From an optimization exercise on the open Yosys and OpenROAD flow, aimed at small area, a short achievable clock period and few clock cycles; shortcuts taken in it are not production practice. At most, simulation tests tie the RTL to the original design; equivalence was not proved. Only the layout flow was run in runs 4 and 5; the RTL was not checked for function there.

### design/flow/config.mk
export PLATFORM = sky130hd
export DESIGN_NAME = monexp_top
export DESIGN_NICKNAME = monexp_top
export VERILOG_FILES = /design/flow/design.v
export SDC_FILE = /design/flow/constraint.sdc
export NUM_CORES = 4
export LEC_CHECK = 0
export ABC_CLOCK_PERIOD_IN_PS = 3000
export CAP_MARGIN = 20
export CORE_MARGIN = 2
export CORE_UTILIZATION = 40
export GPL_ROUTABILITY_DRIVEN = 0
export PLACE_DENSITY = 0.7
export SETUP_SLACK_MARGIN = 5
export SLEW_MARGIN = 20
### design/flow/constraint.sdc
create_clock -name core_clock -period 10.0 [get_ports {clk}]
set_input_delay 2.0000 -clock core_clock [delete_from_list [all_inputs] [get_ports {clk}]]
set_output_delay 2.0000 -clock core_clock [all_outputs]
set_load 0.01 [all_outputs]
### design/flow/design.v
`default_nettype none
package monexp_pkg;
	typedef logic [16-1:0] word_t;  
	typedef logic [(16 * 4)-1:0] oper_t;  
	typedef struct packed {
		word_t m;  
		word_t e;  
		word_t n;  
		word_t t;  
		word_t r;  
	} load_word_t;
	typedef struct packed {
		oper_t m;
		oper_t e;
		oper_t n;
		oper_t t;
		oper_t r;
		word_t n0prime;  
	} operand_set_t;
	typedef struct packed {
		oper_t a;
		oper_t b;
	} mont_req_t;
endpackage
`default_nettype wire
`timescale 1ns/1ps
`default_nettype none
module monexp_top (
	input  logic clk,
	input  logic reset,
	input  logic start,
	input  logic [79:0] in_word,  
	input  logic [15:0] n0prime,
	output logic busy,
	output logic [15:0] res_word,
	output logic res_valid
);
	localparam logic [2:0] S_IDLE = 3'd0, S_LOAD = 3'd1, S_RUN = 3'd2, S_WAIT = 3'd3, S_UNLD = 3'd4;
	localparam logic [1:0] P_MBAR = 2'd0, P_SQR = 2'd1, P_MUL = 2'd2, P_FIN = 2'd3;
	logic [2:0] state;
	logic [1:0] wcnt;  
	logic [1:0] ptype;  
	logic [3:0] it;  
	logic conv;  
	logic asel;  
	logic [5:0] bcnt;  
	logic [61:0] n_q;  
	logic [63:0] e_q;  
	logic [62:0] mb_q;  
	logic [63:0] c_q;  
	logic [3:0] np_q;  
	logic [63:0] ss_q, sc_q;  
	logic gam_q;  
	logic [3:0] a_q;  
	logic [3:0] p_q;  
	wire [15:0] w_m = in_word[79:64];
	wire [15:0] w_e = in_word[63:48];
	wire [15:0] w_n = in_word[47:32];
	wire [15:0] w_t = in_word[31:16];
	wire accept = start & ~busy & (state == S_IDLE);
	wire iter = (state == S_RUN) & ~conv;
	wire last_it = (it == 4'd15);
	wire [62:0] b_op = c_q[62:0];
	wire [3:0] u = ss_q[3:0] + sc_q[3:0] + {3'b0, gam_q} + p_q;
	wire [3:0] q = u * np_q;
	wire [67:0] r0 = {4'b0, ss_q};
	wire [67:0] r1 = {4'b0, sc_q};
	wire [67:0] r2 = {5'b0, b_op & {63{a_q[0]}}};
	wire [67:0] r3 = {4'b0, b_op & {63{a_q[1]}}, gam_q};
	wire [67:0] r4 = {3'b0, b_op & {63{a_q[2]}}, 2'b0};
	wire [67:0] r5 = {2'b0, b_op & {63{a_q[3]}}, 3'b0};
	wire [67:0] r6 = {6'b0, n_q & {62{q[0]}}};
	wire [67:0] r7 = {5'b0, n_q & {62{q[1]}}, 1'b0};
	wire [67:0] r8 = {4'b0, n_q & {62{q[2]}}, 2'b0};
	wire [67:0] r9 = {3'b0, n_q & {62{q[3]}}, 3'b0};
	function automatic [67:0] fa_s(input [67:0] a, input [67:0] b, input [67:0] c);
		fa_s = a ^ b ^ c;
	endfunction
	function automatic [67:0] fa_c(input [67:0] a, input [67:0] b, input [67:0] c);
		fa_c = {(a[66:0] & b[66:0]) | (a[66:0] & c[66:0]) | (b[66:0] & c[66:0]), 1'b0};
	endfunction
	wire [67:0] l1a_s = fa_s(r0, r1, r2), l1a_c = fa_c(r0, r1, r2);
	wire [67:0] l1b_s = fa_s(r3, r4, r5), l1b_c = fa_c(r3, r4, r5);
	wire [67:0] l2_s = fa_s(l1a_s, l1a_c, l1b_s), l2_c = fa_c(l1a_s, l1a_c, l1b_s);
	wire [67:0] x1 = fa_s(l2_s, l2_c, l1b_c), x2 = fa_c(l2_s, l2_c, l1b_c);
	wire [67:0] l4_s = fa_s(x2, r6, r7), l4_c = fa_c(x2, r6, r7);
	wire [67:0] y1 = fa_s(x1, l4_s, l4_c), y2 = fa_c(x1, l4_s, l4_c);
	wire [67:0] z1 = fa_s(y1, y2, r8), z2 = fa_c(y1, y2, r8);
	wire [67:0] s6 = fa_s(z1, z2, r9), c6 = fa_c(z1, z2, r9);
	wire gam_n = |s6[3:0];  
	wire [63:0] bk_p = ss_q ^ sc_q;
	wire [63:0] bk_g = ss_q & sc_q;
	wire bk_g0c = bk_g[0] | (bk_p[0] & gam_q);
	wire bk_gg1 = bk_g[1] | (bk_p[1] & bk_g0c);
	wire bk_pp1 = bk_p[1] & bk_p[0];
	wire bk_gg2 = bk_g[3] | (bk_p[3] & bk_g[2]);
	wire bk_pp2 = bk_p[3] & bk_p[2];
	wire bk_gg3 = bk_g[5] | (bk_p[5] & bk_g[4]);
	wire bk_pp3 = bk_p[5] & bk_p[4];
	wire bk_gg4 = bk_g[7] | (bk_p[7] & bk_g[6]);
	wire bk_pp4 = bk_p[7] & bk_p[6];
	wire bk_gg5 = bk_g[9] | (bk_p[9] & bk_g[8]);
	wire bk_pp5 = bk_p[9] & bk_p[8];
	wire bk_gg6 = bk_g[11] | (bk_p[11] & bk_g[10]);
	wire bk_pp6 = bk_p[11] & bk_p[10];
	wire bk_gg7 = bk_g[13] | (bk_p[13] & bk_g[12]);
	wire bk_pp7 = bk_p[13] & bk_p[12];
	wire bk_gg8 = bk_g[15] | (bk_p[15] & bk_g[14]);
	wire bk_pp8 = bk_p[15] & bk_p[14];
	wire bk_gg9 = bk_g[17] | (bk_p[17] & bk_g[16]);
	wire bk_pp9 = bk_p[17] & bk_p[16];
	wire bk_gg10 = bk_g[19] | (bk_p[19] & bk_g[18]);
	wire bk_pp10 = bk_p[19] & bk_p[18];
	wire bk_gg11 = bk_g[21] | (bk_p[21] & bk_g[20]);
	wire bk_pp11 = bk_p[21] & bk_p[20];
	wire bk_gg12 = bk_g[23] | (bk_p[23] & bk_g[22]);
	wire bk_pp12 = bk_p[23] & bk_p[22];
	wire bk_gg13 = bk_g[25] | (bk_p[25] & bk_g[24]);
	wire bk_pp13 = bk_p[25] & bk_p[24];
	wire bk_gg14 = bk_g[27] | (bk_p[27] & bk_g[26]);
	wire bk_pp14 = bk_p[27] & bk_p[26];
	wire bk_gg15 = bk_g[29] | (bk_p[29] & bk_g[28]);
	wire bk_pp15 = bk_p[29] & bk_p[28];
	wire bk_gg16 = bk_g[31] | (bk_p[31] & bk_g[30]);
	wire bk_pp16 = bk_p[31] & bk_p[30];
	wire bk_gg17 = bk_g[33] | (bk_p[33] & bk_g[32]);
	wire bk_pp17 = bk_p[33] & bk_p[32];
	wire bk_gg18 = bk_g[35] | (bk_p[35] & bk_g[34]);
	wire bk_pp18 = bk_p[35] & bk_p[34];
	wire bk_gg19 = bk_g[37] | (bk_p[37] & bk_g[36]);
	wire bk_pp19 = bk_p[37] & bk_p[36];
	wire bk_gg20 = bk_g[39] | (bk_p[39] & bk_g[38]);
	wire bk_pp20 = bk_p[39] & bk_p[38];
	wire bk_gg21 = bk_g[41] | (bk_p[41] & bk_g[40]);
	wire bk_pp21 = bk_p[41] & bk_p[40];
	wire bk_gg22 = bk_g[43] | (bk_p[43] & bk_g[42]);
	wire bk_pp22 = bk_p[43] & bk_p[42];
	wire bk_gg23 = bk_g[45] | (bk_p[45] & bk_g[44]);
	wire bk_pp23 = bk_p[45] & bk_p[44];
	wire bk_gg24 = bk_g[47] | (bk_p[47] & bk_g[46]);
	wire bk_pp24 = bk_p[47] & bk_p[46];
	wire bk_gg25 = bk_g[49] | (bk_p[49] & bk_g[48]);
	wire bk_pp25 = bk_p[49] & bk_p[48];
	wire bk_gg26 = bk_g[51] | (bk_p[51] & bk_g[50]);
	wire bk_pp26 = bk_p[51] & bk_p[50];
	wire bk_gg27 = bk_g[53] | (bk_p[53] & bk_g[52]);
	wire bk_pp27 = bk_p[53] & bk_p[52];
	wire bk_gg28 = bk_g[55] | (bk_p[55] & bk_g[54]);
	wire bk_pp28 = bk_p[55] & bk_p[54];
	wire bk_gg29 = bk_g[57] | (bk_p[57] & bk_g[56]);
	wire bk_pp29 = bk_p[57] & bk_p[56];
	wire bk_gg30 = bk_g[59] | (bk_p[59] & bk_g[58]);
	wire bk_pp30 = bk_p[59] & bk_p[58];
	wire bk_gg31 = bk_g[61] | (bk_p[61] & bk_g[60]);
	wire bk_pp31 = bk_p[61] & bk_p[60];
	wire bk_gg32 = bk_g[63] | (bk_p[63] & bk_g[62]);
	wire bk_pp32 = bk_p[63] & bk_p[62];
	wire bk_gg33 = bk_gg2 | (bk_pp2 & bk_gg1);
	wire bk_pp33 = bk_pp2 & bk_pp1;
	wire bk_gg34 = bk_gg4 | (bk_pp4 & bk_gg3);
	wire bk_pp34 = bk_pp4 & bk_pp3;
	wire bk_gg35 = bk_gg6 | (bk_pp6 & bk_gg5);
	wire bk_pp35 = bk_pp6 & bk_pp5;
	wire bk_gg36 = bk_gg8 | (bk_pp8 & bk_gg7);
	wire bk_pp36 = bk_pp8 & bk_pp7;
	wire bk_gg37 = bk_gg10 | (bk_pp10 & bk_gg9);
	wire bk_pp37 = bk_pp10 & bk_pp9;
	wire bk_gg38 = bk_gg12 | (bk_pp12 & bk_gg11);
	wire bk_pp38 = bk_pp12 & bk_pp11;
	wire bk_gg39 = bk_gg14 | (bk_pp14 & bk_gg13);
	wire bk_pp39 = bk_pp14 & bk_pp13;
	wire bk_gg40 = bk_gg16 | (bk_pp16 & bk_gg15);
	wire bk_pp40 = bk_pp16 & bk_pp15;
	wire bk_gg41 = bk_gg18 | (bk_pp18 & bk_gg17);
	wire bk_pp41 = bk_pp18 & bk_pp17;
	wire bk_gg42 = bk_gg20 | (bk_pp20 & bk_gg19);
	wire bk_pp42 = bk_pp20 & bk_pp19;
	wire bk_gg43 = bk_gg22 | (bk_pp22 & bk_gg21);
	wire bk_pp43 = bk_pp22 & bk_pp21;
	wire bk_gg44 = bk_gg24 | (bk_pp24 & bk_gg23);
	wire bk_pp44 = bk_pp24 & bk_pp23;
	wire bk_gg45 = bk_gg26 | (bk_pp26 & bk_gg25);
	wire bk_pp45 = bk_pp26 & bk_pp25;
	wire bk_gg46 = bk_gg28 | (bk_pp28 & bk_gg27);
	wire bk_pp46 = bk_pp28 & bk_pp27;
	wire bk_gg47 = bk_gg30 | (bk_pp30 & bk_gg29);
	wire bk_pp47 = bk_pp30 & bk_pp29;
	wire bk_gg48 = bk_gg32 | (bk_pp32 & bk_gg31);
	wire bk_pp48 = bk_pp32 & bk_pp31;
	wire bk_gg49 = bk_gg34 | (bk_pp34 & bk_gg33);
	wire bk_pp49 = bk_pp34 & bk_pp33;
	wire bk_gg50 = bk_gg36 | (bk_pp36 & bk_gg35);
	wire bk_pp50 = bk_pp36 & bk_pp35;
	wire bk_gg51 = bk_gg38 | (bk_pp38 & bk_gg37);
	wire bk_pp51 = bk_pp38 & bk_pp37;
	wire bk_gg52 = bk_gg40 | (bk_pp40 & bk_gg39);
	wire bk_pp52 = bk_pp40 & bk_pp39;
	wire bk_gg53 = bk_gg42 | (bk_pp42 & bk_gg41);
	wire bk_pp53 = bk_pp42 & bk_pp41;
	wire bk_gg54 = bk_gg44 | (bk_pp44 & bk_gg43);
	wire bk_pp54 = bk_pp44 & bk_pp43;
	wire bk_gg55 = bk_gg46 | (bk_pp46 & bk_gg45);
	wire bk_pp55 = bk_pp46 & bk_pp45;
	wire bk_gg56 = bk_gg48 | (bk_pp48 & bk_gg47);
	wire bk_pp56 = bk_pp48 & bk_pp47;
	wire bk_gg57 = bk_gg50 | (bk_pp50 & bk_gg49);
	wire bk_pp57 = bk_pp50 & bk_pp49;
	wire bk_gg58 = bk_gg52 | (bk_pp52 & bk_gg51);
	wire bk_pp58 = bk_pp52 & bk_pp51;
	wire bk_gg59 = bk_gg54 | (bk_pp54 & bk_gg53);
	wire bk_pp59 = bk_pp54 & bk_pp53;
	wire bk_gg60 = bk_gg56 | (bk_pp56 & bk_gg55);
	wire bk_pp60 = bk_pp56 & bk_pp55;
	wire bk_gg61 = bk_gg58 | (bk_pp58 & bk_gg57);
	wire bk_pp61 = bk_pp58 & bk_pp57;
	wire bk_gg62 = bk_gg60 | (bk_pp60 & bk_gg59);
	wire bk_pp62 = bk_pp60 & bk_pp59;
	wire bk_gg63 = bk_gg62 | (bk_pp62 & bk_gg61);
	wire bk_pp63 = bk_pp62 & bk_pp61;
	wire bk_gg64 = bk_gg59 | (bk_pp59 & bk_gg61);
	wire bk_pp64 = bk_pp59 & bk_pp61;
	wire bk_gg65 = bk_gg51 | (bk_pp51 & bk_gg57);
	wire bk_pp65 = bk_pp51 & bk_pp57;
	wire bk_gg66 = bk_gg53 | (bk_pp53 & bk_gg61);
	wire bk_pp66 = bk_pp53 & bk_pp61;
	wire bk_gg67 = bk_gg55 | (bk_pp55 & bk_gg64);
	wire bk_pp67 = bk_pp55 & bk_pp64;
	wire bk_gg68 = bk_gg35 | (bk_pp35 & bk_gg49);
	wire bk_pp68 = bk_pp35 & bk_pp49;
	wire bk_gg69 = bk_gg37 | (bk_pp37 & bk_gg57);
	wire bk_pp69 = bk_pp37 & bk_pp57;
	wire bk_gg70 = bk_gg39 | (bk_pp39 & bk_gg65);
	wire bk_pp70 = bk_pp39 & bk_pp65;
	wire bk_gg71 = bk_gg41 | (bk_pp41 & bk_gg61);
	wire bk_pp71 = bk_pp41 & bk_pp61;
	wire bk_gg72 = bk_gg43 | (bk_pp43 & bk_gg66);
	wire bk_pp72 = bk_pp43 & bk_pp66;
	wire bk_gg73 = bk_gg45 | (bk_pp45 & bk_gg64);
	wire bk_pp73 = bk_pp45 & bk_pp64;
	wire bk_gg74 = bk_gg47 | (bk_pp47 & bk_gg67);
	wire bk_pp74 = bk_pp47 & bk_pp67;
	wire bk_gg75 = bk_gg3 | (bk_pp3 & bk_gg33);
	wire bk_pp75 = bk_pp3 & bk_pp33;
	wire bk_gg76 = bk_gg5 | (bk_pp5 & bk_gg49);
	wire bk_pp76 = bk_pp5 & bk_pp49;
	wire bk_gg77 = bk_gg7 | (bk_pp7 & bk_gg68);
	wire bk_pp77 = bk_pp7 & bk_pp68;
	wire bk_gg78 = bk_gg9 | (bk_pp9 & bk_gg57);
	wire bk_pp78 = bk_pp9 & bk_pp57;
	wire bk_gg79 = bk_gg11 | (bk_pp11 & bk_gg69);
	wire bk_pp79 = bk_pp11 & bk_pp69;
	wire bk_gg80 = bk_gg13 | (bk_pp13 & bk_gg65);
	wire bk_pp80 = bk_pp13 & bk_pp65;
	wire bk_gg81 = bk_gg15 | (bk_pp15 & bk_gg70);
	wire bk_pp81 = bk_pp15 & bk_pp70;
	wire bk_gg82 = bk_gg17 | (bk_pp17 & bk_gg61);
	wire bk_pp82 = bk_pp17 & bk_pp61;
	wire bk_gg83 = bk_gg19 | (bk_pp19 & bk_gg71);
	wire bk_pp83 = bk_pp19 & bk_pp71;
	wire bk_gg84 = bk_gg21 | (bk_pp21 & bk_gg66);
	wire bk_pp84 = bk_pp21 & bk_pp66;
	wire bk_gg85 = bk_gg23 | (bk_pp23 & bk_gg72);
	wire bk_pp85 = bk_pp23 & bk_pp72;
	wire bk_gg86 = bk_gg25 | (bk_pp25 & bk_gg64);
	wire bk_pp86 = bk_pp25 & bk_pp64;
	wire bk_gg87 = bk_gg27 | (bk_pp27 & bk_gg73);
	wire bk_pp87 = bk_pp27 & bk_pp73;
	wire bk_gg88 = bk_gg29 | (bk_pp29 & bk_gg67);
	wire bk_pp88 = bk_pp29 & bk_pp67;
	wire bk_gg89 = bk_gg31 | (bk_pp31 & bk_gg74);
	wire bk_pp89 = bk_pp31 & bk_pp74;
	wire bk_gg90 = bk_g[2] | (bk_p[2] & bk_gg1);
	wire bk_pp90 = bk_p[2] & bk_pp1;
	wire bk_gg91 = bk_g[4] | (bk_p[4] & bk_gg33);
	wire bk_pp91 = bk_p[4] & bk_pp33;
	wire bk_gg92 = bk_g[6] | (bk_p[6] & bk_gg75);
	wire bk_pp92 = bk_p[6] & bk_pp75;
	wire bk_gg93 = bk_g[8] | (bk_p[8] & bk_gg49);
	wire bk_pp93 = bk_p[8] & bk_pp49;
	wire bk_gg94 = bk_g[10] | (bk_p[10] & bk_gg76);
	wire bk_pp94 = bk_p[10] & bk_pp76;
	wire bk_gg95 = bk_g[12] | (bk_p[12] & bk_gg68);
	wire bk_pp95 = bk_p[12] & bk_pp68;
	wire bk_gg96 = bk_g[14] | (bk_p[14] & bk_gg77);
	wire bk_pp96 = bk_p[14] & bk_pp77;
	wire bk_gg97 = bk_g[16] | (bk_p[16] & bk_gg57);
	wire bk_pp97 = bk_p[16] & bk_pp57;
	wire bk_gg98 = bk_g[18] | (bk_p[18] & bk_gg78);
	wire bk_pp98 = bk_p[18] & bk_pp78;
	wire bk_gg99 = bk_g[20] | (bk_p[20] & bk_gg69);
	wire bk_pp99 = bk_p[20] & bk_pp69;
	wire bk_gg100 = bk_g[22] | (bk_p[22] & bk_gg79);
	wire bk_pp100 = bk_p[22] & bk_pp79;
	wire bk_gg101 = bk_g[24] | (bk_p[24] & bk_gg65);
	wire bk_pp101 = bk_p[24] & bk_pp65;
	wire bk_gg102 = bk_g[26] | (bk_p[26] & bk_gg80);
	wire bk_pp102 = bk_p[26] & bk_pp80;
	wire bk_gg103 = bk_g[28] | (bk_p[28] & bk_gg70);
	wire bk_pp103 = bk_p[28] & bk_pp70;
	wire bk_gg104 = bk_g[30] | (bk_p[30] & bk_gg81);
	wire bk_pp104 = bk_p[30] & bk_pp81;
	wire bk_gg105 = bk_g[32] | (bk_p[32] & bk_gg61);
	wire bk_pp105 = bk_p[32] & bk_pp61;
	wire bk_gg106 = bk_g[34] | (bk_p[34] & bk_gg82);
	wire bk_pp106 = bk_p[34] & bk_pp82;
	wire bk_gg107 = bk_g[36] | (bk_p[36] & bk_gg71);
	wire bk_pp107 = bk_p[36] & bk_pp71;
	wire bk_gg108 = bk_g[38] | (bk_p[38] & bk_gg83);
	wire bk_pp108 = bk_p[38] & bk_pp83;
	wire bk_gg109 = bk_g[40] | (bk_p[40] & bk_gg66);
	wire bk_pp109 = bk_p[40] & bk_pp66;
	wire bk_gg110 = bk_g[42] | (bk_p[42] & bk_gg84);
	wire bk_pp110 = bk_p[42] & bk_pp84;
	wire bk_gg111 = bk_g[44] | (bk_p[44] & bk_gg72);
	wire bk_pp111 = bk_p[44] & bk_pp72;
	wire bk_gg112 = bk_g[46] | (bk_p[46] & bk_gg85);
	wire bk_pp112 = bk_p[46] & bk_pp85;
	wire bk_gg113 = bk_g[48] | (bk_p[48] & bk_gg64);
	wire bk_pp113 = bk_p[48] & bk_pp64;
	wire bk_gg114 = bk_g[50] | (bk_p[50] & bk_gg86);
	wire bk_pp114 = bk_p[50] & bk_pp86;
	wire bk_gg115 = bk_g[52] | (bk_p[52] & bk_gg73);
	wire bk_pp115 = bk_p[52] & bk_pp73;
	wire bk_gg116 = bk_g[54] | (bk_p[54] & bk_gg87);
	wire bk_pp116 = bk_p[54] & bk_pp87;
	wire bk_gg117 = bk_g[56] | (bk_p[56] & bk_gg67);
	wire bk_pp117 = bk_p[56] & bk_pp67;
	wire bk_gg118 = bk_g[58] | (bk_p[58] & bk_gg88);
	wire bk_pp118 = bk_p[58] & bk_pp88;
	wire bk_gg119 = bk_g[60] | (bk_p[60] & bk_gg74);
	wire bk_pp119 = bk_p[60] & bk_pp74;
	wire bk_gg120 = bk_g[62] | (bk_p[62] & bk_gg89);
	wire bk_pp120 = bk_p[62] & bk_pp89;
	wire [63:0] sum = bk_p ^ {bk_gg120, bk_gg89, bk_gg119, bk_gg74, bk_gg118, bk_gg88, bk_gg117, bk_gg67, bk_gg116, bk_gg87, bk_gg115, bk_gg73, bk_gg114, bk_gg86, bk_gg113, bk_gg64, bk_gg112, bk_gg85, bk_gg111, bk_gg72, bk_gg110, bk_gg84, bk_gg109, bk_gg66, bk_gg108, bk_gg83, bk_gg107, bk_gg71, bk_gg106, bk_gg82, bk_gg105, bk_gg61, bk_gg104, bk_gg81, bk_gg103, bk_gg70, bk_gg102, bk_gg80, bk_gg101, bk_gg65, bk_gg100, bk_gg79, bk_gg99, bk_gg69, bk_gg98, bk_gg78, bk_gg97, bk_gg57, bk_gg96, bk_gg77, bk_gg95, bk_gg68, bk_gg94, bk_gg76, bk_gg93, bk_gg49, bk_gg92, bk_gg75, bk_gg91, bk_gg33, bk_gg90, bk_gg1, bk_g0c, gam_q};
	wire bit_one = e_q[63];
	wire bits_done = (bcnt == 6'd0);
	wire scan_more = (ptype == P_MBAR) & ~bit_one & ~bits_done;
	wire nx_mul = (ptype == P_SQR) & bit_one;
	wire nx_fin = ~nx_mul & bits_done;
	wire [3:0] c_lo = conv ? sum[3:0] : c_q[3:0];  
	wire [3:0] nx_a = nx_fin ? 4'd1 : (nx_mul ? mb_q[3:0] : c_lo);
	wire [3:0] nx_b = c_lo;
	logic [3:0] a_dig_c, a_dig_m;
	always_comb begin
		a_dig_c = 4'd0;
		a_dig_m = 4'd0;
		for (int k = 1; k < 16; k++)
			if (it == 4'(k - 1)) begin
				a_dig_c = c_q[4*k +: 4];
				a_dig_m = (k < 15) ? mb_q[4*k +: 4] : {1'b0, mb_q[62:60]};
			end
	end
	wire [3:0] a_dig = (ptype == P_FIN) ? 4'd0 : (asel ? a_dig_m : a_dig_c);
	logic [3:0] a_n, b_n;  
	always_comb begin
		a_n = a_dig;
		b_n = b_op[3:0];
		if (state == S_LOAD) begin
			a_n = mb_q[3:0];  
			b_n = c_q[19:16];
		end else if (state != S_RUN || conv) begin
			a_n = nx_a;
			b_n = nx_b;
		end
	end
	wire [3:0] p_n = a_n * b_n;
	always_ff @(posedge clk) begin
		a_q <= a_n;
		p_q <= p_n;
		if (iter) begin
			ss_q <= s6[67:4];
			sc_q <= c6[67:4];
			gam_q <= gam_n;
		end else begin
			ss_q <= '0;
			sc_q <= '0;
			gam_q <= 1'b0;
		end
		if (accept)
			np_q <= n0prime[3:0];
		if (state == S_LOAD) begin
			case (wcnt)
				2'd0: begin n_q[15:0] <= w_n; mb_q[15:0] <= w_m; end
				2'd1: begin n_q[31:16] <= w_n; mb_q[31:16] <= w_m; end
				2'd2: begin n_q[47:32] <= w_n; mb_q[47:32] <= w_m; end
				default: begin n_q[61:48] <= w_n[13:0]; mb_q[62:48] <= w_m[14:0]; end
			endcase
		end else if (conv && ptype == P_MBAR)
			mb_q <= sum[62:0];
		if (state == S_LOAD || state == S_UNLD)
			c_q <= {w_t, c_q[63:16]};
		else if (conv)
			c_q <= {1'b0, sum[62:0]};
	end
	wire e_shift = ((state == S_RUN) & (ptype == P_MBAR) & ~bit_one & ~bits_done)  
		| (((state == S_RUN) & conv) | ((state == S_WAIT) & ~scan_more)) & (ptype != P_FIN) & ~nx_mul & ~nx_fin & ~scan_more  
		| ((state == S_WAIT) & scan_more);
	always_ff @(posedge clk) begin
		if (state == S_LOAD) begin
			case (wcnt)
				2'd0: e_q[15:0] <= w_e;
				2'd1: e_q[31:16] <= w_e;
				2'd2: e_q[47:32] <= w_e;
				default: e_q[63:48] <= w_e;
			endcase
		end else if (e_shift)
			e_q <= {e_q[62:0], 1'b0};
	end
	always_ff @(posedge clk or posedge reset) begin
		if (reset) begin
			state <= S_IDLE;
			wcnt <= '0;
			ptype <= P_MBAR;
			it <= '0;
			conv <= 1'b0;
			asel <= 1'b0;
			bcnt <= '0;
			busy <= 1'b0;
			res_valid <= 1'b0;
		end else begin
			if (e_shift)
				bcnt <= bcnt - 1'b1;
			case (state)
				S_IDLE: if (accept) begin
					state <= S_LOAD;
					wcnt <= '0;
					busy <= 1'b1;
				end
				S_LOAD: begin
					wcnt <= wcnt + 1'b1;
					if (wcnt == 2'd3) begin
						state <= S_RUN;
						ptype <= P_MBAR;
						asel <= 1'b1;  
						it <= '0;
						conv <= 1'b0;
						bcnt <= 6'd63;
					end
				end
				S_RUN: begin
					if (!conv) begin
						it <= it + 1'b1;
						if (last_it)
							conv <= 1'b1;
					end else begin
						conv <= 1'b0;
						if (ptype == P_FIN) begin
							state <= S_UNLD;
							wcnt <= '0;
							res_valid <= 1'b1;
						end else if (scan_more) begin
							state <= S_WAIT;
						end else begin
							ptype <= nx_mul ? P_MUL : (nx_fin ? P_FIN : P_SQR);
							asel <= nx_mul;
						end
					end
				end
				S_WAIT: if (!scan_more) begin
					state <= S_RUN;
					ptype <= nx_fin ? P_FIN : P_SQR;
					asel <= 1'b0;
				end
				S_UNLD: begin
					wcnt <= wcnt + 1'b1;
					if (wcnt == 2'd3) begin
						state <= S_IDLE;
						busy <= 1'b0;
						res_valid <= 1'b0;
					end
				end
				default: state <= S_IDLE;
			endcase
		end
	end
	assign res_word = c_q[15:0];
endmodule
`default_nettype wire
### design/flow/run.sh
#!/bin/bash
# synth_recipe.tcl (not shown) runs the flow's synth.tcl, then flattens the netlist and writes it again
# the make line also repeats each setting of config.mk as NAME=value (left out here)
make -C /OpenROAD-flow-scripts/flow DESIGN_CONFIG=/design/flow/config.mk WORK_HOME=/design/flow/orfs CLKGATE_MAP_FILE= SYNTH_SCRIPT=/design/flow/synth_recipe.tcl finish
==> impl_results.md, run 1 <==
* Critical path arrival at 5300 ps
* Hold Path Class: flip-flop to flip-flop
* WL/cell at 20.11 um
* Vias in the first global route at 24494
* Fin Setup TNS at 0 ps
* Post-route insts no fill at 4557
* Top cell type's share of synthesized area at 31.15%
* Gr usage total at between 20% and 30%
* Post-cts hold buffer count at 0
* Tmin final at ~4800 ps
* PortBufs at between 80 and 90
* Crit share post-route at 48.29%
* Num ports at around 120
* Area of the core at 84880 um^2
* Min Hold Slack at 513.1 ps
* Global-route wire length before repair at 144600 um
* Initial antenna violation count at 12
* Worst Clk Skew at 62.74 ps
* Synth-to-Final Area Change at 10.80%
* Top cells by count, synth: nand2_1 (578), inv_1 (535), fa_1 (532)
* Worst-Margin Slew at 1094 ps
* Max-cap violations at 0
* Startpoint types: flip-flop
* Post-route cell area at 37880 um^2
* Total Wirelength at 91660 um
* H-tree levels at 2
* Iter 0 DRT Violations at 2127
* Top FF cell, synth: edfxtp_1
* Worst setup EP type: flip-flop
* Storage cell area at approximately 11000 um^2
* Multi-input gate area at 20620 um^2
* Clock tree buffer depth at 3
* Post-synth EDFFs at 257
* Slowest stage delay, CP at 540 ps
* Post-synthesis net count at 4084
* Initial core utilization at 40.28%
* Clock slew at reported path FFs at 60 ps
* Placed cell area at 36040 um^2
* TritonCTS clock tree: done
* Buf/Inv on CP at 5
* #FFs+latches synth at ~420
* Critical Path RT at 10470 ps
* Placed cells at roughly 4500
* Cell taking the most area after synthesis: fa_1
* Crit Path Category: flip-flop to flip-flop
* Detail Route Antenna Nets at 0
* CTS Sinks at 415
* Largest net degree at the start of global routing at 129
* Die ar. at about 88000 um^2
* Cell area after synthesis at 34190 um^2
* First-pass detailed-route iteration total at 5
* Crit path cell chain: buf_6 -> and2_1 -> fa_1 -> inv_1 -> fa_1 -> inv_1 -> fa_1 -> inv_1 -> fa_1 -> inv_1 -> fa_1 -> fa_1 -> fa_1 -> and2_1
* Core occupancy in the finished layout at 44.63%
* CP max stage cell: fa_1
* Syn avg cell area at 10.20 um^2
* Most frequent CP cell: fa_1
* Synth cell types at 75
* Drt drc at 0
* Yosys warning count at 1
* Die width at 296.3 um
* Hpwl dp at about 70000 um
* Vias post-DR at 23270
* Vias per std cell at slightly above 5
* Worst rel slew slack at 26.89%
* Cells after Synth at 3353
* RSZ-0062 raised after global routing: false
* Top cells by area, synth: fa_1 (31%), edfxtp_1 (23%), dfxtp_1 (8.0%)
* Kind of cell adding the most delay to the critical path: adder cells
* Sequential share of the synthesized area at about a third
* Slew Viols, Final at 0
* Layout cells sized above 1 at under 10%
* Row count at between 100 and 150
* Grt total ovfl at 0
* Ys async rst share at 5.060%
* Die Y at 296.3 um
* Final Hold Fails at 0
* Worst-skew pair later-pin latency at 640 ps
* Clock root cell: clkbuf_16
* Final setup vio count at 0
* FMAX at 207.1 MHz
* R2r setup slk at 5170 ps
* Fillers at 7981
* Nets at 4097
* Top-count cell post-synth: nand2_1
* CTS buffer count at 51
* Status: no timing/DRC/antenna violations
* CP Max Fanout at 38
-- metrics by stage --
| step | setup slack, ps |
|---|---|
| floorplan | 5224 |
| global placement | 4469 |
| detailed placement | 4415 |
| CTS | 4966 |
| global route | 5003 |
| finish | 5171 |
-- layout by cell type (no fill, tap or decap), types with 53 or more instances in the layout --
cell,synthesis,layout
clkdlybuf4s50_1,0,88
o21ai_0,67,67
nor2b_1,77,75
fa_1,532,532
inv_1,535,535
nor2_1,79,79
and2_1,396,395
ha_1,100,97
nand2_1,578,577
dfxtp_1,137,133
clkbuf_16,0,53
edfxtp_1,257,257
a21oi_1,134,134
-- worst register-to-register path, cell delays in order, from the launching register on --
cell,delay (ps)
dfxtp_2,500
buf_6,290
and2_1,230
fa_1,530
inv_1,60
fa_1,540
inv_1,50
fa_1,370
inv_1,90
fa_1,420
inv_1,90
fa_1,450
fa_1,530
fa_1,410
and2_1,140
-- routing by layer --
layer / part of all wire (%) / vias to the layer above / GRT usage, % / wire length, um
met5: 0.037 / - / 0 / 34
li1: - / 10400 / - / -
met2: 47 / 900 / 35.35 / 42950
met1: 40 / 11766 / 28.78 / 37090
met3: 7.7 / 198 / 3.571 / 7098
met4: 4.9 / 6 / 9.424 / 4481
-- what timing repair did --
| action | in CTS | in global routing |
|---|---|---|
| setup endpoints to repair | 100 | 66 |
| pin swaps | 1 | 0 |
| setup buffers | 3 | 0 |
| resized for setup | 4 | 12 |
-- worst paths after layout --
path / startpoint / to / cells after the start
min: e_q[11] / e_q[12] / 2
max reg2reg: a_q[3] / ss_q[42] / 14
min in group asynchronous: reset / bcnt[3] / 2
min reg2reg: e_q[11] / e_q[12] / 2
max in group asynchronous: reset / wcnt[1] / 2
max: a_q[3] / ss_q[42] / 14
-- flip-flops by register name, indices dropped and copies added (netlist names) --
signal,flops
n_q,62
it,4
state,3
c_q,64
a_q,4
bcnt,6
sc_q,64
gam_q,1
e_q,64
np_q,4
p_q,4
res_valid,1
busy,1
wcnt,2
ptype,2
conv,1
ss_q,64
mb_q,63
asel,1
-- cell families (layout without fill, tap and decap cells) --
kind of cell,count (synthesis),after routing,share of synthesized area (%)
buffers and inverters,684,740,7.756
muxes,7,7,0.2196
AOI/OAI and AO/OA,315,315,5.574
adders and majority gates,633,633,34.84
xor gates and xnor gates,53,53,1.398
DFF,415,415,32.14
and+or+nand+nor,1246,1246,18.07
other,0,4,0
-- final cells by class --
| type | instances | area share (%) |
|---|---|---|
| clock buffer | 63 | 3.706 |
| tap | 1144 | 3.779 |
| inverter | 535 | 5.302 |
| multi-input combinational | 2254 | 54.44 |
| timing repair buffer | 109 | 2.920 |
| antenna | 4 | 0.02643 |
| sequential | 415 | 29.03 |
| clock inverter | 33 | 0.7928 |
Testbench counts, summed over its fixed seeds: cycles 103,715.
==> run 2: changes to the inputs <==
==> design/flow/flow/run.sh (new file) <==
#!/bin/bash
set -euo pipefail
export SETUP_SLACK_MARGIN=6
bash standard.sh > standard.log 2>&1
==> design/flow/standard.sh (new file) <==
#!/bin/bash
# synth_recipe.tcl (not shown) runs the flow's synth.tcl, then flattens the netlist and writes it again
# the make line also repeats each setting of config.mk as NAME=value (left out here)
make -C /OpenROAD-flow-scripts/flow DESIGN_CONFIG=/design/flow/config.mk WORK_HOME=/design/flow/orfs CLKGATE_MAP_FILE= SYNTH_SCRIPT=/design/flow/synth_recipe.tcl "${@:-finish}"
--- a/design/flow/config.mk
+++ b/design/flow/config.mk
@@ -10,6 +10,3 @@
 export CORE_MARGIN = 2
 export CORE_UTILIZATION = 40
-export GPL_ROUTABILITY_DRIVEN = 0
-export PLACE_DENSITY = 0.7
-export SETUP_SLACK_MARGIN = 5
 export SLEW_MARGIN = 20
removed: design/flow/run.sh
==> run 2 against run 1 <==
Still clean. Synthesized cell count did not move. Clock skew fell by 33 ps. Sequential share of layout area fell by 1.4 points. Non-clock buffer count rose by 63. Register-to-register slack improved by 70 ps. Design area rose by 5.1%. Largest cell class unchanged.
==> impl_results.md, run 2 <==
* Total Wirelength at 103700 um (+13%)
* Vias per std cell at 5.155 (+0.96%)
* Commonest non-fill, non-tap cell in the layout: nand2_1
* Fillers at 7871 (-1.4%)
* RSZ-0062 raised after global routing: true
* Most frequent cells in the layout: nand2_1 (546), inv_1 (511), fa_1 (475)
* Vias in the first global route at 24775 (+1.1%)
* #FFs+latches synth at 415 (unchanged)
* Crit Path Category: flip-flop to flip-flop
* Met3 WL at 8112 um (+14%)
* Die Y at 296.3 um (unchanged)
* Fin Setup TNS at 0 ps (unchanged)
* Iter 0 DRT Violations at 2080 (-2.2%)
* Global-route wire length before repair at 157500 um (+8.9%)
* Top cells by area, synth: fa_1 (31%), edfxtp_1 (23%), dfxtp_1 (8.0%)
* Critical Path RT at 10490 ps (+20 ps)
* Largest net degree at the start of global routing at 89 (-31%)
* Synth-to-Final Area Change at 16.42%
* Worst-skew pair later-pin latency at 610 ps (-30 ps)
* GP Congestion at 0.9295
* Worst Clk Skew at 29.39 ps (-33.35 ps)
* Cell taking the most area after synthesis: fa_1
* H-tree levels at 2 (unchanged)
* Sequential share of the synthesized area at 32.14% (unchanged)
* Die width at 296.3 um (unchanged)
* Post-synth EDFFs at 257 (unchanged)
* FMAX at 210.1 MHz (+1.5%)
* Worst-Margin Slew at 1039 ps (-55.36 ps)
* Highest routed layer: met4
* Vias post-DR at 23797 (+2.3%)
* Drt drc at 0 (unchanged)
* Tmin final at 4760 ps (-69.72 ps)
* Clock root cell: clkbuf_16
* CP Max Fanout at 8 (-79%)
* TritonCTS clock tree: done
* CTS buffer count at 48 (-5.9%)
* Top FF cell, synth: edfxtp_1
* Gr usage total at 24.34% (+2.6 points)
* Met2 WL at 47330 um (+10%)
* Cell area after synthesis at 34190 um^2 (unchanged)
* Detail Route Antenna Nets at 0 (unchanged)
* Initial core utilization at 40.28% (unchanged)
* Area of the core at 84880 um^2 (unchanged)
* Post-synthesis net count at 4084 (unchanged)
* Final setup vio count at 0 (unchanged)
* Worst rel slew slack at 30.52% (+3.6 points)
* Final Hold Fails at 0 (unchanged)
* Top cell type's share of synthesized area at 31.15% (unchanged)
* Status: no timing/DRC/antenna violations
* Storage cell area at 11020 um^2 (+0.18%)
* Top cells by count, synth: nand2_1 (578), inv_1 (535), fa_1 (532)
* Critical path arrival at 5250 ps (-50 ps)
* Initial antenna violation count at 8 (-4)
* Clock slew at reported path FFs at 60 ps (about the same)
* Top-count cell post-synth: nand2_1
* Worst setup EP type: flip-flop
* PortBufs at 88 (unchanged)
* Metal1 wirelength at 43820 um (+18%)
* Slew Viols, Final at 0 (unchanged)
* Yosys warning count at 1 (unchanged)
* Startpoint types: flip-flop
* Crit share post-route at 47.60% (-0.70 points)
* Syn avg cell area at 10.20 um^2 (unchanged)
* Hpwl dp at 70080 um (+2.0%)
* Grt total ovfl at 0 (unchanged)
* Synth cell types at 75 (unchanged)
* Hold Path Class: flip-flop to flip-flop
* Row count at 107 (unchanged)
* Clock tree buffer depth at 3 (unchanged)
* Layout cells sized above 1 at 11.74% (+7.9 points)
* Multi-input gate area at 21600 um^2 (+4.7%)
* First-pass detailed-route iteration total at 6 (+1)
* Max-cap violations at 0 (unchanged)
* CTS Sinks at 415 (unchanged)
* WL/cell at 22.47 um (+12%)
* Ys async rst share at 5.060% (unchanged)
* R2r setup slk at 5240 ps (+70 ps)
* Num ports at 117 (unchanged)
* Cells after Synth at 3353 (unchanged)
* Die ar. at 87820 um^2 (unchanged)
* Nets at 4158 (+1.5%)
* Min Hold Slack at 515.1 ps (+1.988 ps)
-- run 2: final timing paths --
kind	startpoint	to	depth (start not counted)
worst max-delay path	ss_q[0]	ss_q[43]	16
worst min-delay path	e_q[5]	e_q[6]	2
worst max register to register	ss_q[0]	ss_q[43]	16
worst min register to register	e_q[5]	e_q[6]	2
max in group asynchronous	reset	state[1]	2
min in group asynchronous	reset	it[1]	2
-- run 2: kinds of logic (layout without fill, tap and decap cells) --
family	Yosys count	in the layout	synth area share (%)
muxes	7	7	0.2196
buffers and inverters	684	796	7.756
DFF	415	415	32.14
adders and majority gates	633	633	34.84
other	0	6	0
and+or+nand+nor	1246	1247	18.07
xor gates and xnor gates	53	53	1.398
AOI/OAI and AO/OA	315	315	5.574
-- run 2: layout make-up --
cell class / count / area share [%]
repair buffers: 172 / 5.335
well taps: 1144 / 3.597
clock buffers: 63 / 3.288
clock inverters: 26 / 0.7482
diodes: 6 / 0.03773
multi-input cells: 2255 / 54.27
flip-flops and latches: 415 / 27.68
inverters: 535 / 5.046
-- run 2: repair_timing --
action	4_1_cts	5_1_grt
pin swaps	108	110
buffers inserted	29	21
resized for setup	178	149
hold buffers	0	0
cloned	15	1
endpoints found under the setup margin	142	164
-- run 2: worst max-delay path, cell delays in order, from the launching register on --
cell	delay [ps]
dfxtp_4	350
fa_1	500
ha_2	190
inv_2	40
fa_1	520
nor2b_2	70
ha_4	280
buf_12	140
buf_8	140
buf_16	170
nand2_2	80
fa_1	530
inv_1	50
fa_1	480
fa_1	530
fa_2	440
and2_1	140
-- run 2: metrics by stage --
step	cells	cell area [um^2]	setup slack, ps	util (%)
floorplan	3353	34290	5495	-
global placement	4455	36100	4678	42.53
detailed placement	4455	36100	4669	42.53
CTS	4588	39070	5227	46.03
global route	4610	39780	5153	46.87
finish	4616	39800	5240	46.89
-- run 2: routing by layer --
layer	up-vias	track usage, %
met4	0	8.869
met2	901	38.48
met1	12156	33.87
met5	-	0
li1	10543	-
met3	197	3.967
==> run 3: changes to the inputs <==
==> design/flow/run.sh (new file) <==
#!/bin/bash
# synth_recipe.tcl (not shown) runs the flow's synth.tcl, then flattens the netlist and writes it again
# the make line also repeats each setting of config.mk as NAME=value (left out here)
make -C /OpenROAD-flow-scripts/flow DESIGN_CONFIG=/design/flow/config.mk WORK_HOME=/design/flow/orfs CLKGATE_MAP_FILE= SYNTH_SCRIPT=/design/flow/synth_recipe.tcl finish
--- a/design/flow/config.mk
+++ b/design/flow/config.mk
@@ -7,6 +7,7 @@
 export LEC_CHECK = 0
 export ABC_CLOCK_PERIOD_IN_PS = 3000
-export CAP_MARGIN = 20
+export CAP_MARGIN = 5
 export CORE_MARGIN = 2
 export CORE_UTILIZATION = 40
-export SLEW_MARGIN = 20
+export SETUP_SLACK_MARGIN = 5
+export SLEW_MARGIN = 5
removed: design/flow/flow/run.sh
removed: design/flow/standard.sh
==> run 3 against run 2 <==
Highest routed layer is now met5. Largest cell class unchanged. Design area down 4.9%. Register-to-register slack worse by 60 ps. Via count down 3.7%. Hold slack worse by 4.9 ps. Die area unchanged.
==> impl_results.md, run 3 <==
* Detail Route Antenna Nets at 0 (unchanged)
* Post-route insts no fill at 4554 (-1.3%)
* Worst-skew pair later-pin latency at 630 ps (+20 ps)
* PortBufs at 88 (unchanged)
* Top cells by count, synth: nand2_1 (578), inv_1 (535), fa_1 (532)
* Post-synthesis net count at 4084 (unchanged)
* Top FF cell, synth: edfxtp_1
* Die Y at 296.3 um (unchanged)
* Clock root cell: clkbuf_16
* Iter 0 DRT Violations at 1850 (-11%)
* Max-cap violations at 0 (unchanged)
* Yosys warning count at 1 (unchanged)
* #FFs+latches synth at 415 (unchanged)
* Top cell type's share of synthesized area at 31.15% (unchanged)
* Most frequent cells in the layout: nand2_1 (577), inv_1 (535), fa_1 (532)
* Sequential share of the synthesized area at 32.14% (unchanged)
* Tmin final at 4824 ps (+64.82 ps)
* Grt total ovfl at 0 (unchanged)
* GP Congestion at 0.9127 (-1.8%)
* Syn avg cell area at 10.20 um^2 (unchanged)
* Commonest non-fill, non-tap cell in the layout: nand2_1
* Placed cell area at 36050 um^2 (-0.12%)
* TritonCTS clock tree: done
* Slew Viols, Final at 0 (unchanged)
* Core occupancy in the finished layout at 44.58% (-2.3 points)
* Cell area after synthesis at 34190 um^2 (unchanged)
* Initial core utilization at 40.28% (unchanged)
* Top cells by area, synth: fa_1 (31%), edfxtp_1 (23%), dfxtp_1 (8.0%)
* Hpwl dp at 70550 um (+0.68%)
* CP Max Fanout at 12 (+4)
* First-pass detailed-route iteration total at 6 (unchanged)
* Worst-Margin Slew at 1131 ps (+92.30 ps)
* Hold Path Class: flip-flop to flip-flop
* Total Wirelength at 93880 um (-9.5%)
* Clock tree buffer depth at 3 (unchanged)
* Nets at 4097 (-1.5%)
* CTS Sinks at 415 (unchanged)
* Post-route cell area at 37840 um^2 (-4.9%)
* GRT busiest layer: met2
* RSZ-0062 raised after global routing: true
* Final Hold Fails at 0 (unchanged)
* Cells after Synth at 3353 (unchanged)
* Vias per std cell at 5.034 (-2.3%)
* Cell taking the most area after synthesis: fa_1
* Final setup vio count at 0 (unchanged)
* Clock slew at reported path FFs at 60 ps (about the same)
* Vias post-DR at 22926 (-3.7%)
* Synth-to-Final Area Change at 10.68%
* Met3 Usage GRT at 3.190% (-0.78 points)
* Drt drc at 0 (unchanged)
* Routing usage on met1 at 30.92% (-3.0 points)
* Critical path arrival at 5330 ps (+80 ps)
* Vias in the first global route at 23944 (-3.4%)
* Ys async rst share at 5.060% (unchanged)
* CTS buffer count at 49 (+2.1%)
* WL/cell at 20.62 um (-8.2%)
* Row count at 107 (unchanged)
* Layout cells sized above 1 at 3.757% (-8.0 points)
* Crit share post-route at 48.24% (+0.65 points)
* Startpoint types: flip-flop
* Post-cts hold buffer count at 0 (unchanged)
* Gr usage total at 22.22% (-2.1 points)
* Top-count cell post-synth: nand2_1
* FMAX at 207.3 MHz (-1.3%)
* Min Hold Slack at 510.2 ps (-4.864 ps)
* Critical Path RT at 10510 ps (+20 ps)
* Die ar. at 87820 um^2 (unchanged)
* Placed cells at 4456 (+0.022%)
* Worst Clk Skew at 35.79 ps (+6.403 ps)
* H-tree levels at 2 (unchanged)
* GR met2 Demand/Resource at 36.12% (-2.4 points)
* Area of the core at 84880 um^2 (unchanged)
* Crit Path Category: flip-flop to flip-flop
* Largest net degree at the start of global routing at 98 (+10%)
* Fillers at 8127 (+3.3%)
* Status: no timing/DRC/antenna violations
* Global-route wire length before repair at 145900 um (-7.3%)
* Worst setup EP type: flip-flop
* Fin Setup TNS at 0 ps (unchanged)
* Initial antenna violation count at 11 (+3)
* Post-synth EDFFs at 257 (unchanged)
* Worst rel slew slack at 24.42% (-6.1 points)
* Die width at 296.3 um (unchanged)
* Num ports at 117 (unchanged)
* Synth cell types at 75 (unchanged)
==> run 3: path summary, 6_finish.rpt <==
| kind | start | endpoint | slack (ps) | cells after the start |
|---|---|---|---|---|
| setup / recovery | ss_q[0] | ss_q[51] | 5180 | 14 |
| hold / removal | e_q[37] | e_q[38] | 510 | 2 |
| setup reg to reg | ss_q[0] | ss_q[51] | 5180 | 14 |
| hold reg to reg | e_q[37] | e_q[38] | 510 | 2 |
| max in group asynchronous | reset | ptype[1] | 7580 | 2 |
| min in group asynchronous | reset | bcnt[4] | 1870 | 2 |
==> run 3: kinds of logic (layout without fill, tap and decap cells) <==
group	after synthesis	count (layout)	share of synthesized area [%]
AND/OR/NAND/NOR	1246	1246	18.07
buffers and inverters	684	738	7.756
adder cells (fa/ha/maj)	633	633	34.84
flip-flops	415	415	32.14
AO/OA/AOI/OAI	315	315	5.574
XOR/XNOR	53	53	1.398
multiplexers	7	7	0.2196
other	0	3	0
==> run 3: critical path: stages, from the launching register on <==
cell     delay (ps)
dfxtp_1         360
fa_1            530
ha_1            180
inv_1            70
fa_1            590
nor2b_2          70
ha_4            290
buf_4           280
nand2_1         130
fa_1            550
inv_1            60
fa_1            490
fa_1            550
fa_1            430
and2_1          150
==> run 3: final cells by class <==
cell class	instances	area (um^2)	area share, %
sequential	415	10990	29.06
clock buffer	54	1265	3.343
antenna	3	7.507	0.01984
timing repair buffer	111	1109	2.930
clock inverter	38	401.6	1.062
inverter	535	2008	5.308
tap	1144	1431	3.783
multi-input combinational	2254	20620	54.50
==> run 3: routing by layer <==
metal / up-vias / part of all wire [%]
met1: 11733 / 43
li1: 10390 / -
met2: 657 / 46
met3: 144 / 6.6
met4: 2 / 3.6
met5: - / 0.0085
==> run 3: per-stage QoR <==
stage	setup WS (ps)
6_report	5176
5_1_grt	4974
4_1_cts	5038
3_5_place_dp	4413
3_3_place_gp	4464
2_1_floorplan	5224
==> run 3: timing repair <==
action                                  CTS  global route
resized for setup                         5            11
buffers inserted                          3             0
gates cloned                              0             0
pin swaps                                 1             0
endpoints found under the setup margin   80            14
==> run 4: changes to the inputs <==
--- a/design/flow/design.v
+++ b/design/flow/design.v
@@ -50,4 +50,5 @@
 	logic [63:0] c_q;  
 	logic [3:0] np_q;  
+	logic [31:0] qt_q;  
 	logic [63:0] ss_q, sc_q;  
 	logic gam_q;  
@@ -63,5 +64,5 @@
 	wire [62:0] b_op = c_q[62:0];
 	wire [3:0] u = ss_q[3:0] + sc_q[3:0] + {3'b0, gam_q} + p_q;
-	wire [3:0] q = u * np_q;
+	wire [3:0] q = {qt_q[2*u +: 2], u[1] ^ (u[0] & np_q[1]), u[0]};  
 	wire [67:0] r0 = {4'b0, ss_q};
 	wire [67:0] r1 = {4'b0, sc_q};
@@ -379,4 +380,7 @@
 		if (accept)
 			np_q <= n0prime[3:0];
+		if (state == S_LOAD)
+			for (int k = 0; k < 16; k++)
+				qt_q[2*k +: 2] <= 2'((4'(k) * np_q) >> 2);
 		if (state == S_LOAD) begin
 			case (wcnt)
--- a/design/flow/config.mk
+++ b/design/flow/config.mk
@@ -7,7 +7,7 @@
 export LEC_CHECK = 0
 export ABC_CLOCK_PERIOD_IN_PS = 3000
-export CAP_MARGIN = 5
+export CAP_MARGIN = 20
 export CORE_MARGIN = 2
 export CORE_UTILIZATION = 40
 export SETUP_SLACK_MARGIN = 5
-export SLEW_MARGIN = 5
+export SLEW_MARGIN = 20
==> run 4 against run 3 <==
Register-to-register slack gained 40 ps. Flip-flop and latch count grew 16. Die area grew 2.7%. Sequential share of layout area grew 0.40 points. Hold slack gained 1.7 ps. Count of clock-buffer cells in the layout grew 8. Non-clock buffer count shrank 2. First-iteration DRC count grew 10%. Critical path depth grew 4. Highest routed layer unchanged.
==> impl_results.md, run 4 <==
* Post-route insts no fill at 4621 (+1.5%)
* Initial antenna violation count at 10 (-1)
* Sequential share of the synthesized area at 32.64% (+0.50 points)
* Top cell type's share of synthesized area at 30.43% (-0.72 points)
* Vias post-DR at 23438 (+2.2%)
* CTS buffer count at 52 (+6.1%)
* Die ar. at 90210 um^2 (+2.7%)
* TritonCTS clock tree: done
* Startpoint types: flip-flop
* Cells after Synth at 3410 (+1.7%)
* Row count at 108 (+0.93%)
* Reg2Reg Launch Point: it[1]
* Synth Area in Simple Gates at 17.31% (-0.76 points)
* Post-synth EDFFs at 273 (+6.2%)
* Slew Viols, Final at 0 (unchanged)
* Hold Path Origin: e_q[19]
* Tmin final at 4781 ps (-43.94 ps)
* Crit path cell chain: inv_1 -> ha_1 -> buf_4 -> and3b_2 -> a221o_1 -> nor3_1 -> o21ai_1 -> a31oi_4 -> nor2_1 -> ha_1 -> ha_1 -> ha_1 -> xnor2_2 -> or3_1 -> o211ai_1 -> a31oi_1 -> o311a_1 -> xnor3_1
* Clock tree buffer depth at 3 (unchanged)
* Fin Setup TNS at 0 ps (unchanged)
* Most frequent CP cell: ha_1
* Slowest stage delay, CP at 450 ps (-140 ps)
* Worst-Margin Slew at 1101 ps (-30.46 ps)
* Synth cell types at 77 (+2.7%)
* Launch point of the worst path: it[1]
* Num ports at 117 (unchanged)
* Die Y at 300.4 um (+1.4%)
* Detail Route Antenna Nets at 0 (unchanged)
* FMAX at 209.2 MHz (+0.92%)
* Nets at 4158 (+1.5%)
* Crit share post-route at 47.81% (-0.44 points)
* Post-cts hold buffer count at 0 (unchanged)
* Critical Path RT at 10510 ps (about the same)
* R2r setup slk at 5220 ps (+40 ps)
* Antenna diode count at 0 (-3)
* Drt drc at 0 (unchanged)
* Hold endpoint: e_q[20]
* Most frequent cells in the layout: nand2_1 (567), inv_1 (559), fa_1 (533)
* Initial core utilization at 40.43% (+0.16 points)
* Clock root cell: clkbuf_16
* Mux contribution to synthesized area at 0.6981% (+0.48 points)
* #FFs+latches synth at 431 (+3.9%)
* Status: no timing/DRC/antenna violations
* WL/cell at 20.66 um (+0.20%)
* Gr usage total at 22.02% (-0.20 points)
* Total Wirelength at 95450 um (+1.7%)
* Commonest non-fill, non-tap cell in the layout: nand2_1
* CTS Sinks at 431 (+3.9%)
* Worst r2r path cells at 18 (+4)
* Hpwl dp at 70730 um (+0.25%)
* Worst-skew pair later-pin latency at 640 ps (about the same)
* Grt total ovfl at 0 (unchanged)
* Post-route cell area at 38950 um^2 (+3.0%)
* Top cells by area, synth: fa_1 (30%), edfxtp_1 (23%), and2_1 (8.1%)
* Top FF cell, synth: edfxtp_1
* Final Hold Fails at 0 (unchanged)
* H-tree levels at 2 (unchanged)
* CP Max Fanout at 27 (+15)
* RSZ-0062 raised after global routing: true
* Clock slew at reported path FFs at 60 ps (about the same)
* Top-count cell post-synth: nand2_1
* Critical path arrival at 5290 ps (-40 ps)
* Yosys warning count at 1 (unchanged)
* Worst reg2reg path endpoint: p_q[3]
* Layout cells sized above 1 at 4.472% (+0.72 points)
* Met3 Usage GRT at 4.430% (+1.2 points)
* Largest net degree at the start of global routing at 98 (unchanged)
* Crit Path Category: flip-flop to flip-flop
* Kind of cell adding the most delay to the critical path: compound AO/OA/AOI/OAI gates
* GRT busiest layer: met2
* Synth Area in XOR/XNOR at 1.532% (+0.13 points)
* Worst rel slew slack at 26.61% (+2.2 points)
* GP Congestion at 0.9109 (-0.20%)
* Iter 0 DRT Violations at 2037 (+10%)
* Max-cap violations at 0 (unchanged)
* Ys async rst share at 4.872% (-0.19 points)
* Post-synthesis adder-cell area fraction at 34.10% (-0.74 points)
* Die width at 300.4 um (+1.4%)
* Placed cells at 4521 (+1.5%)
* Worst Clk Skew at 59.81 ps (+24.02 ps)
* Main combinational cell family by area after synthesis: adder cells
* Vias in the first global route at 24752 (+3.4%)
* Buf/Inv on CP at 2 (-1)
* Global-route wire length before repair at 149800 um (+2.7%)
* Post-synthesis net count at 4146 (+1.5%)
* Vias per std cell at 5.072 (+0.75%)
* Syn avg cell area at 10.30 um^2 (+1.0%)
* Routing usage on met1 at 31.64% (+0.71 points)
* Cell taking the most area after synthesis: fa_1
* PortBufs at 88 (unchanged)
* Area of the core at 86890 um^2 (+2.4%)
* Compound-cell area share of the yosys netlist at 5.834% (+0.26 points)
* First-pass detailed-route iteration total at 5 (-1)
* Placed cell area at 37000 um^2 (+2.6%)
* Cell area after synthesis at 35130 um^2 (+2.8%)
* CP max stage cell: dfrtp_1
* Hold path depth at 2 (unchanged)
* Hold Path Class: flip-flop to flip-flop
* GR met2 Demand/Resource at 33.87% (-2.2 points)
* Final setup vio count at 0 (unchanged)
* Top cells by count, synth: nand2_1 (567), inv_1 (559), fa_1 (534)
* Fillers at 8254 (+1.6%)
* Synth-to-Final Area Change at 10.88%
* Worst setup EP type: flip-flop
==> run 4: per-stage QoR <==
step / setup WS, ps / utilization [%] / hold WS [ps]
floorplan: 5023 / - / 424.4
global placement: 4542 / 42.58 / 494.9
detailed placement: 4495 / 42.58 / 498.4
CTS: 5029 / 44.76 / 513.0
global route: 4960 / 44.83 / 528.1
finish: 5219 / 44.83 / 511.9
==> run 4: repair_timing <==
action	4_1_cts	5_1_grt
pin swaps	0	3
setup buffers	0	2
gates resized for setup	11	10
endpoints found under the setup margin	124	102
==> run 4: final cells by class <==
type	count	area [um^2]	area share, %
repair buffers	109	1090	2.798
multi-input cells	2268	20990	53.88
clock inverters	36	474.2	1.217
well taps	1155	1445	3.710
clock buffers	62	1380	3.543
inverters	560	2102	5.396
flip-flops and latches	431	11470	29.45
==> run 4: worst min-delay path, stage by stage, from the launching register on <==
cell	delay, ps
edfxtp_1	320
nand2_1	40
nand2_1	50
==> run 4: worst max path at each step <==
stage                     endpoint  slack [ps]  cells past startpoint
after global placement       gam_q        4540                     15
final                       p_q[3]        5220                     18
after floorplan              gam_q        5020                     16
after CTS                    gam_q        5030                     15
after detailed placement     gam_q        4490                     15
after global routing        p_q[3]        4960                     20
==> run 4: kinds of logic (layout without fill, tap and decap cells) <==
kind of cell	after synthesis	count (layout)
DFF	431	431
and+or+nand+nor	1229	1229
buffers and inverters	711	767
muxes	18	18
AOI/OAI and AO/OA	325	325
adders and majority gates	637	637
xor gates and xnor gates	59	59
==> run 4: per-layer routing <==
layer,wire (um),up-vias
met4,2827,8
met2,42390,746
met1,42710,11918
met3,7470,154
met5,52,-
li1,-,10612
==> run 5: changes to the inputs <==
--- a/design/flow/design.v
+++ b/design/flow/design.v
@@ -54,4 +54,5 @@
 	logic gam_q;  
 	logic [3:0] a_q;  
+	logic [3:0] a1_q;  
 	logic [3:0] p_q;  
 	wire [15:0] w_m = in_word[79:64];
@@ -342,10 +343,12 @@
 	wire [3:0] nx_a = nx_fin ? 4'd1 : (nx_mul ? mb_q[3:0] : c_lo);
 	wire [3:0] nx_b = c_lo;
+	wire [3:0] c_lo1 = conv ? sum[7:4] : c_q[7:4];
+	wire [3:0] nx_a1 = nx_fin ? 4'd0 : (nx_mul ? mb_q[7:4] : c_lo1);
 	logic [3:0] a_dig_c, a_dig_m;
 	always_comb begin
 		a_dig_c = 4'd0;
 		a_dig_m = 4'd0;
-		for (int k = 1; k < 16; k++)
-			if (it == 4'(k - 1)) begin
+		for (int k = 2; k < 16; k++)
+			if (it == 4'(k - 2)) begin
 				a_dig_c = c_q[4*k +: 4];
 				a_dig_m = (k < 15) ? mb_q[4*k +: 4] : {1'b0, mb_q[62:60]};
@@ -353,13 +356,16 @@
 	end
 	wire [3:0] a_dig = (ptype == P_FIN) ? 4'd0 : (asel ? a_dig_m : a_dig_c);
-	logic [3:0] a_n, b_n;  
+	logic [3:0] a_n, a1_n, b_n;  
 	always_comb begin
-		a_n = a_dig;
+		a_n = a1_q;
+		a1_n = a_dig;
 		b_n = b_op[3:0];
 		if (state == S_LOAD) begin
 			a_n = mb_q[3:0];  
+			a1_n = mb_q[7:4];
 			b_n = c_q[19:16];
 		end else if (state != S_RUN || conv) begin
 			a_n = nx_a;
+			a1_n = nx_a1;
 			b_n = nx_b;
 		end
@@ -368,4 +374,5 @@
 	always_ff @(posedge clk) begin
 		a_q <= a_n;
+		a1_q <= a1_n;
 		p_q <= p_n;
 		if (iter) begin
==> run 5 against run 4 <==
Still clean on timing, DRC and antenna. Count of clock-buffer cells in the layout grew 3. Non-clock buffer count shrank 5. Core utilization shrank 0.13 points. First-iteration DRC count shrank 16%. Sequential share of layout area grew 0.90 points. Maximum frequency shrank 0.88%. Highest routed layer unchanged.
==> impl_results.md, run 5 <==
* Cells after Synth at 3226 (-5.4%)
* Vias post-DR at 22571 (-3.7%)
* Vias per std cell at 5.098 (+0.52%)
* Worst-skew pair later-pin latency at 650 ps (about the same)
* Commonest non-fill, non-tap cell in the layout: fa_1
* Top cells by area, synth: fa_1 (31%), edfxtp_1 (24%), dfxtp_1 (8.2%)
* Critical path arrival at 5330 ps (+40 ps)
* Final WS setup at 5177 ps (-42.42 ps)
* Row count at 107 (-0.93%)
* RSZ-0062 raised after global routing: true
* H-tree levels at 2 (unchanged)
* Hpwl dp at 68180 um (-3.6%)
* WL/cell at 20.87 um (+1.1%)
* Ys async rst share at 4.828% (-0.045 points)
* Layout cells sized above 1 at 4.144% (-0.33 points)
* Drt drc at 0 (unchanged)
* Core occupancy in the finished layout at 44.70% (-0.13 points)
* Die ar. at 88160 um^2 (-2.3%)
* Worst rel slew slack at 27.35% (+0.74 points)
* Num ports at 117 (unchanged)
* Worst setup EP type: flip-flop
* Placed cell area at 36180 um^2 (-2.2%)
* Top cell type's share of synthesized area at 31.15% (+0.72 points)
* Grt total ovfl at 0 (unchanged)
* Crit Path Category: flip-flop to flip-flop
* #FFs+latches synth at 435 (+0.93%)
* CTS buffer count at 52 (unchanged)
* Clock tree buffer depth at 3 (unchanged)
* Slew Viols, Final at 0 (unchanged)
* FMAX at 207.3 MHz (-0.88%)
* TritonCTS clock tree: done
* Cell taking the most area after synthesis: fa_1
* Post-synthesis net count at 3962 (-4.4%)
* Worst Clk Skew at 41.38 ps (-18.43 ps)
* Synth cell types at 72 (-6.5%)
* Clock slew at reported path FFs at 60 ps (about the same)
* Die Y at 296.9 um (-1.1%)
* Sequential share of the synthesized area at 33.64% (+1.0 points)
* Synth-to-Final Area Change at 10.90% (about the same)
* Status: no timing/DRC/antenna violations
* Initial antenna violation count at 7 (-3)
* Placed cells at 4328 (-4.3%)
* Detail Route Antenna Nets at 0 (unchanged)
* Syn avg cell area at 10.64 um^2 (+3.3%)
* Worst-Margin Slew at 1085 ps (-15.85 ps)
* Post-route cell area at 38060 um^2 (-2.3%)
* Yosys warning count at 1 (unchanged)
* Min Hold Slack at 488.5 ps (-23.44 ps)
* Initial core utilization at 40.31% (-0.13 points)
* CP Max Fanout at 32 (+19%)
* Total Wirelength at 92410 um (-3.2%)
* Critical Path RT at 10510 ps (about the same)
* Final setup vio count at 0 (unchanged)
* Fillers at 8099 (-1.9%)
* Largest net degree at the start of global routing at 129 (+32%)
* Gr usage total at 21.33% (-0.68 points)
* Post-synth EDFFs at 273 (unchanged)
* Fin Setup TNS at 0 ps (unchanged)
* Vias in the first global route at 23717 (-4.2%)
* GP Congestion at 0.8995 (-1.3%)
* Nets at 3975 (-4.4%)
* Top cells by count, synth: fa_1 (534), nand2_1 (479), inv_1 (438)
* Top FF cell, synth: edfxtp_1
* Tmin final at 4823 ps (+42.42 ps)
## run 5: changes by cell type after synthesis, sizes merged, moves of 13 or more
cell	change
xnor2	-21
nor2	+29
buf	-13
nor2b	+117
xor2	+25
nand2	-89
and2	-124
inv	-122
o21ai	+46
a21oi	+20
## run 5: final cells by class
type	count	area [um^2]	area share, %
flip-flops and latches	435	11550	30.36
well taps	1144	1431	3.761
diodes	1	2.502	0.006575
repair buffers	104	1047	2.752
inverters	438	1644	4.320
multi-input cells	2208	20570	54.04
clock buffers	65	1459	3.833
clock inverters	32	352.8	0.9271
## run 5: cells by family after synthesis
family	Yosys count	share of synthesized area (%)
simple gates	1129	16.34
fa+ha+maj	637	34.90
buf+inv	583	6.595
flops	435	33.64
compound gates	368	6.420
xor+xnor	62	1.582
mux	12	0.5104
## run 5: routing by layer
layer | part of all wire [%] | global-route usage [%] | vias to the layer above | wire, um
li1 | - | - | 10164 | -
met1 | 43 | 29.76 | 11544 | 40050
met2 | 45 | 32.68 | 737 | 41830
met3 | 9.2 | 6.042 | 122 | 8460
met4 | 2.1 | 5.532 | 4 | 1971
met5 | 0.10 | 0.7576 | - | 93
## run 5: worst paths after layout
kind | start | end | slack, ps | cells past startpoint
hold / removal | mb_q[5] | a1_q[1] | 490 | 1
setup / recovery | a_q[3] | ss_q[41] | 5180 | 11
max in group asynchronous | reset | asel | 7600 | 2
hold reg to reg | mb_q[5] | a1_q[1] | 490 | 1
setup reg to reg | a_q[3] | ss_q[41] | 5180 | 11
min in group asynchronous | reset | busy | 1850 | 2
## run 5: timing repair
action | in CTS | in global routing
setup buffers | 0 | 1
gates cloned | 0 | 0
pin swaps | 0 | 1
gates resized for setup | 5 | 7
hold buffers | 0 | 0
setup endpoints to repair | 124 | 104
## run 5: worst max-delay path: stages, from the launching register on
cell and delay [ps]:
dfxtp_4 560, buf_6 320, nand2_1 130, fa_1 530, fa_1 550, inv_1 60
fa_1 400, fa_1 520, fa_1 450, fa_1 540, fa_1 430, and2_1 150

==> static timing again, ports no longer ideal <==
No port has a modelled driver above. Below, the same layouts with a new extraction and two added sets of constraints. Step 1: set_driving_cell puts a clkbuf_16 on clk and a buf_2 on each other input, an assumption about the parent block. Step 2 moves the port delays by t, midway between the first and last clock arrival at a register: inputs arrive t later, outputs are due t later. That takes back most of the time a late clock gives input paths. Slacks: ideal ports / drivers / drivers and shift; pairs: ideal ports / drivers.
run | t (ns) | slack for setup (ns) | slew at the worst register clock pin (ns) | worst slew at a driven data input, ns
run 1 | 0.673 | 5.171 / 5.171 / 5.171 | 0.07 / 0.07 | 0.06
run 2 | 0.659 | 5.240 / 5.240 / 5.240 | 0.07 / 0.07 | 0.04
run 3 | 0.678 | 5.176 / 5.176 / 5.176 | 0.07 / 0.07 | 0.04
run 4 | 0.685 | 5.219 / 5.219 / 5.219 | 0.07 / 0.07 | 0.08
run 5 | 0.691 | 5.177 / 5.177 / 5.177 | 0.07 / 0.07 | 0.09
After both steps every run listed still meets setup and hold.
